Context: an optimization exercise on an open-source flow, tuned for small area. The choices shown serve that exercise and are no tape-out recipe. Function was checked by simulation only, so behaviour that the tests miss may differ from the original.

==> flow/design.v (excerpt) <==
module gimli_permutation_core #(
  parameter int NUMBER_OF_ROUNDS = 24
) (
  input  logic         clk,
  input  logic         rst,
  input  logic [383:0] din_state,
  input  logic         din_valid,
  output logic         din_ready,
  output logic [383:0] dout_state,
  output logic         dout_valid,
  input  logic         dout_ready,
  output logic         busy
);
  localparam logic [31:0] RC_BASE = 32'h9e377900;
  logic       r_run, r_done;
  logic [6:0] r_cnt;           
  wire        w_idle  = ~r_run & ~r_done;
  wire  [4:0] w_round = r_cnt[6:2];
  wire  [1:0] w_col   = r_cnt[1:0];
  wire        w_last  = (r_cnt == 7'd4);    
  logic [3:0][31:0] r_x, r_y, r_z;
  logic [31:0] w_ox, w_oy, w_oz, w_xw, w_px, w_py;
  assign w_px = {r_x[3][7:0], r_x[3][31:8]};
  assign w_py = {r_y[3][22:0], r_y[3][31:23]};
  assign w_oz = w_px ^ (r_z[3] << 1) ^ ((w_py & r_z[3]) << 2);
  assign w_oy = w_py ^ w_px ^ ((w_px | r_z[3]) << 1);
  assign w_ox = r_z[3] ^ w_py ^ ((w_px & w_py) << 3);
  wire w_rc = (w_round[1:0] == 2'b00) && (w_col == 2'd1);
  assign w_xw = w_ox ^ ({32{w_rc}} & (RC_BASE | {27'd0, w_round}));
  wire w_sm = r_run & (w_round[1:0] == 2'b00) & ~w_col[0];   
  wire w_bg = r_run & (w_round[1:0] == 2'b10) & ~w_col[1];   
  wire w_x0_sh = r_run & ~w_sm & ~w_bg;
  wire w_x0_h  = r_done | w_sm | w_bg;
  wire w_x1_h  = r_done | w_bg;
  wire w_x2_sh = r_run & ~w_bg;
  always_ff @(posedge clk or posedge rst) begin
    if (rst) begin
      r_run  <= 1'b0;
      r_done <= 1'b0;
    end else begin
      if (w_idle) r_run <= din_valid;
      else if (r_run && w_last) begin
  ...
Size in the first run: roughly 390 flip-flops, ~17000 sq um of cells after synthesis.
clock: 5.0 ns
lec_check: 0
cap_margin: 20
core_area: 2 2 458 78
cts_buf_list: sky130_fd_sc_hd__clkbuf_4
die_area: 0 0 460 80
place_density: 0.65
slew_margin: 20
standard.sh (not shown) runs the stock make flow with config.mk's settings and CLKGATE_MAP_FILE= SYNTH_SCRIPT=/design/flow/synth_recipe.tcl, a recipe that flattens the netlist after the stock synthesis.
==> flow/flow/run.sh <==
#!/bin/bash
set -euo pipefail
export BUFFER_PORTS_ARGS="-buffer_cell sky130_fd_sc_hd__buf_1"
bash standard.sh > standard_flow.log 2>&1
Rerun with:
==> flow/flow/run.sh (replaced) <==
#!/bin/bash
# The standard layout with three changes:
#  - synthesis is ORFS's own, but its ABC step maps for area (flow/abc_map.script);
#    yosys and the flip-flop mapping are unchanged, so the registers are the same;
#  - the port buffers use the smallest buffer cell;
#  - clock tree: clkbuf_8 leaf clusters of up to 14 sinks, no dummy loads.
set -euo pipefail
here=$PWD
rm -rf "$here/orfs_scripts"
cp -r "$FLOW_HOME/scripts" "$here/orfs_scripts"
cp "$here/flow/abc_map.script" "$here/orfs_scripts/abc_speed.script"
SCRIPTS_DIR="$here/orfs_scripts" bash standard.sh synth > synth_stage.log 2>&1
export BUFFER_PORTS_ARGS="-buffer_cell sky130_fd_sc_hd__buf_1"
export CTS_ARGS="-sink_clustering_enable -repair_clock_nets -buf_list sky130_fd_sc_hd__clkbuf_8 -dont_use_dummy_load -sink_clustering_size 14 -sink_clustering_max_diameter 30"
bash standard.sh > layout_stages.log 2>&1
==> flow/flow/abc_map.script (new file) <==
strash
dch
amap
topo
Settings changed: CTS_BUF_LIST sky130_fd_sc_hd__clkbuf_4 to default.
Result:
- utilization came out lower by 3.6 points
- global-route usage came out lower by 2.3 points
- wire length came out lower by a few percent
- non-clock buffer count came out lower by 9
- via count came out lower by a few percent
- cell area came out lower by a few percent
Rerun with:
--- a/flow/flow/run.sh
+++ b/flow/flow/run.sh
@@ -6 +6 @@
-#  - clock tree: clkbuf_8 leaf clusters of up to 14 sinks, no dummy loads.
+#  - clock tree: clkbuf_8 leaf clusters of up to 12 sinks, no dummy loads.
@@ -14 +14 @@
-export CTS_ARGS="-sink_clustering_enable -repair_clock_nets -buf_list sky130_fd_sc_hd__clkbuf_8 -dont_use_dummy_load -sink_clustering_size 14 -sink_clustering_max_diameter 30"
+export CTS_ARGS="-sink_clustering_enable -repair_clock_nets -buf_list sky130_fd_sc_hd__clkbuf_8 -dont_use_dummy_load -sink_clustering_size 12 -sink_clustering_max_diameter 30"
Settings changed: CAP_MARGIN 20 to 10, CORE_AREA 2 2 458 78 to 2 2 458 118, DIE_AREA 0 0 460 80 to 0 0 460 120, PLACE_DENSITY 0.65 to 0.6, SLEW_MARGIN 20 to 10.
Routed wire length went down by 1.9%.
Cell count went up by 8.9%.
Hold slack is worse by 0.037 ns.
Worst setup slack is better by 0.24 ns.
Clock skew went up by 0.018 ns.
Clock-buffer cell count went up by 10.
Rerun with:
Settings changed: CAP_MARGIN 10 to 20, CORE_AREA 2 2 458 118 to 2 2 458 78, DIE_AREA 0 0 460 120 to 0 0 460 80, PLACE_DENSITY 0.6 to 0.65, SLEW_MARGIN 10 to 20.
Worst hold slack improved by 0.012 ns; worst setup slack degrades by 0.30 ns; sequential share of layout area rises by 0.73 points; routed wire length is higher by 2.0%.
Rerun with:
--- a/flow/flow/run.sh
+++ b/flow/flow/run.sh
@@ -6 +6 @@
-#  - clock tree: clkbuf_8 leaf clusters of up to 12 sinks, no dummy loads.
+#  - clock tree: clkbuf_8 leaf clusters of up to 14 sinks, no dummy loads.
@@ -14 +14 @@
-export CTS_ARGS="-sink_clustering_enable -repair_clock_nets -buf_list sky130_fd_sc_hd__clkbuf_8 -dont_use_dummy_load -sink_clustering_size 12 -sink_clustering_max_diameter 30"
+export CTS_ARGS="-sink_clustering_enable -repair_clock_nets -buf_list sky130_fd_sc_hd__clkbuf_8 -dont_use_dummy_load -sink_clustering_size 14 -sink_clustering_max_diameter 30"
Settings changed: CAP_MARGIN 20 to 5, PLACE_DENSITY 0.65 to 0.8, SLEW_MARGIN 20 to 5.
Via count grows by 3.4%.
Global-route usage is lower by 0.85 points.
Non-clock buffer count falls by 3.
Hold slack is better by 0.028 ns.
Final area fell by 0.44%.
Area after synthesis is unchanged.


the baseline:
gimli_permutation_core, a different RTL version from the one above (not shown whole).
Size: roughly 1800 cells after synthesis, ~400 flip-flops, roughly 17000 sq um of cells after synthesis.
make LEC_CHECK=0 CAP_MARGIN=20 CORE_MARGIN=2 CORE_UTILIZATION=40 PLACE_DENSITY=0.6 SLEW_MARGIN=20 finish   # period 5.0 ns
run.sh (not shown) runs the stock make flow with config.mk's settings and CLKGATE_MAP_FILE= SYNTH_SCRIPT=/design/flow/synth_recipe.tcl, a recipe that flattens the netlist after the stock synthesis.
Stock flow here: none of the scripts above is used.
The baseline did not run to completion, as it errored out during I/O pin placement.
## Diff of input files: the candidate against the baseline
Settings: clearing CORE_UTILIZATION, which used to be 40; putting CORE_AREA at 2 2 458 78 where nothing was set; putting CTS_BUF_LIST at sky130_fd_sc_hd__clkbuf_4 sky130_fd_sc_hd__clkbuf_8 where nothing was set; swapping 0.6 for 0.65 in PLACE_DENSITY; putting DIE_AREA at 0 0 460 80 where nothing was set; clearing CORE_MARGIN, which used to be 2.
==> flow/flow/run.sh (new file) <==
#!/bin/bash
set -euo pipefail
export BUFFER_PORTS_ARGS="-buffer_cell sky130_fd_sc_hd__buf_1"
bash standard.sh > standard_flow.log 2>&1
==> flow/standard.sh (new file) <==
#!/bin/bash
# synth_recipe.tcl (not shown) runs the flow's synth.tcl, then flattens the netlist and writes it again
# the make line also repeats each setting of config.mk as NAME=value (left out here)
make -C /OpenROAD-flow-scripts/flow DESIGN_CONFIG=/design/flow/config.mk WORK_HOME=/design/flow/orfs CLKGATE_MAP_FILE= SYNTH_SCRIPT=/design/flow/synth_recipe.tcl "${@:-finish}"
removed: flow/run.sh
--- outcome ---
- The candidate: all stages complete, timing, DRC and antenna checks passed
- Status(the baseline) = ERROR, stage = I/O pin placement
- Number of flops mapped to enable cells by yosys: the baseline vs the candidate identical
- Reported for the baseline and the candidate, gate count of the mapped netlist turned out identical to the last digit.
- Re unique cell type count in the Yosys netlist: no difference whatsoever between the candidate and the baseline.
- As far as adder-cell area share of the yosys netlist goes, the candidate and the baseline are indistinguishable; the numbers are identical.
- The candidate vs the baseline: die outline height down
- | simple-gate area share of the yosys netlist | the baseline vs the candidate | ≈ equal |
- Reported for the baseline and the candidate, synthesized net count turned out identical to the last digit.

==> static timing again, ports no longer ideal <==
The flow's constraints put no driver on any port. The routed layouts listed below were extracted and timed again, unchanged, in two steps.
Step 1 (the two cells are an assumption about what drives the block):
set clk [get_ports {clk}]
set_driving_cell -lib_cell sky130_fd_sc_hd__clkbuf_16 $clk
set_driving_cell -lib_cell sky130_fd_sc_hd__buf_2 [delete_from_list [all_inputs] $clk]
Step 2, shift: input delay + t, output delay - t, t = (earliest + latest rising clock arrival at the registers) / 2. This alone moves slack from input paths to output paths.
a / b / c = ideal / step 1 / step 2; a / b = the first two.
run | shift t [ns] | setup slack, ns | clock arrival spread, ns | slew at the worst register clock pin (ns)
the first run of note 1 | 0.898 | 1.217 / 1.160 / 2.026 | 0.083 / 0.083 | 0.11 / 0.11
the second run of note 1 | 0.662 | 1.243 / 1.243 / 1.243 | 0.064 / 0.063 | 0.11 / 0.11
the third run of note 1 | 0.662 | 1.486 / 1.430 / 1.794 | 0.079 / 0.078 | 0.10 / 0.10
the fourth run of note 1 | 0.662 | 1.182 / 1.182 / 1.182 | 0.054 / 0.054 | 0.10 / 0.10
the fifth run of note 1 | 0.638 | 1.096 / 1.096 / 1.096 | 0.067 / 0.068 | 0.12 / 0.12
the candidate | 0.730 | 0.991 / 0.991 / 0.991 | 0.043 / 0.043 | 0.10 / 0.10
After both steps setup and hold are still met in every run listed.
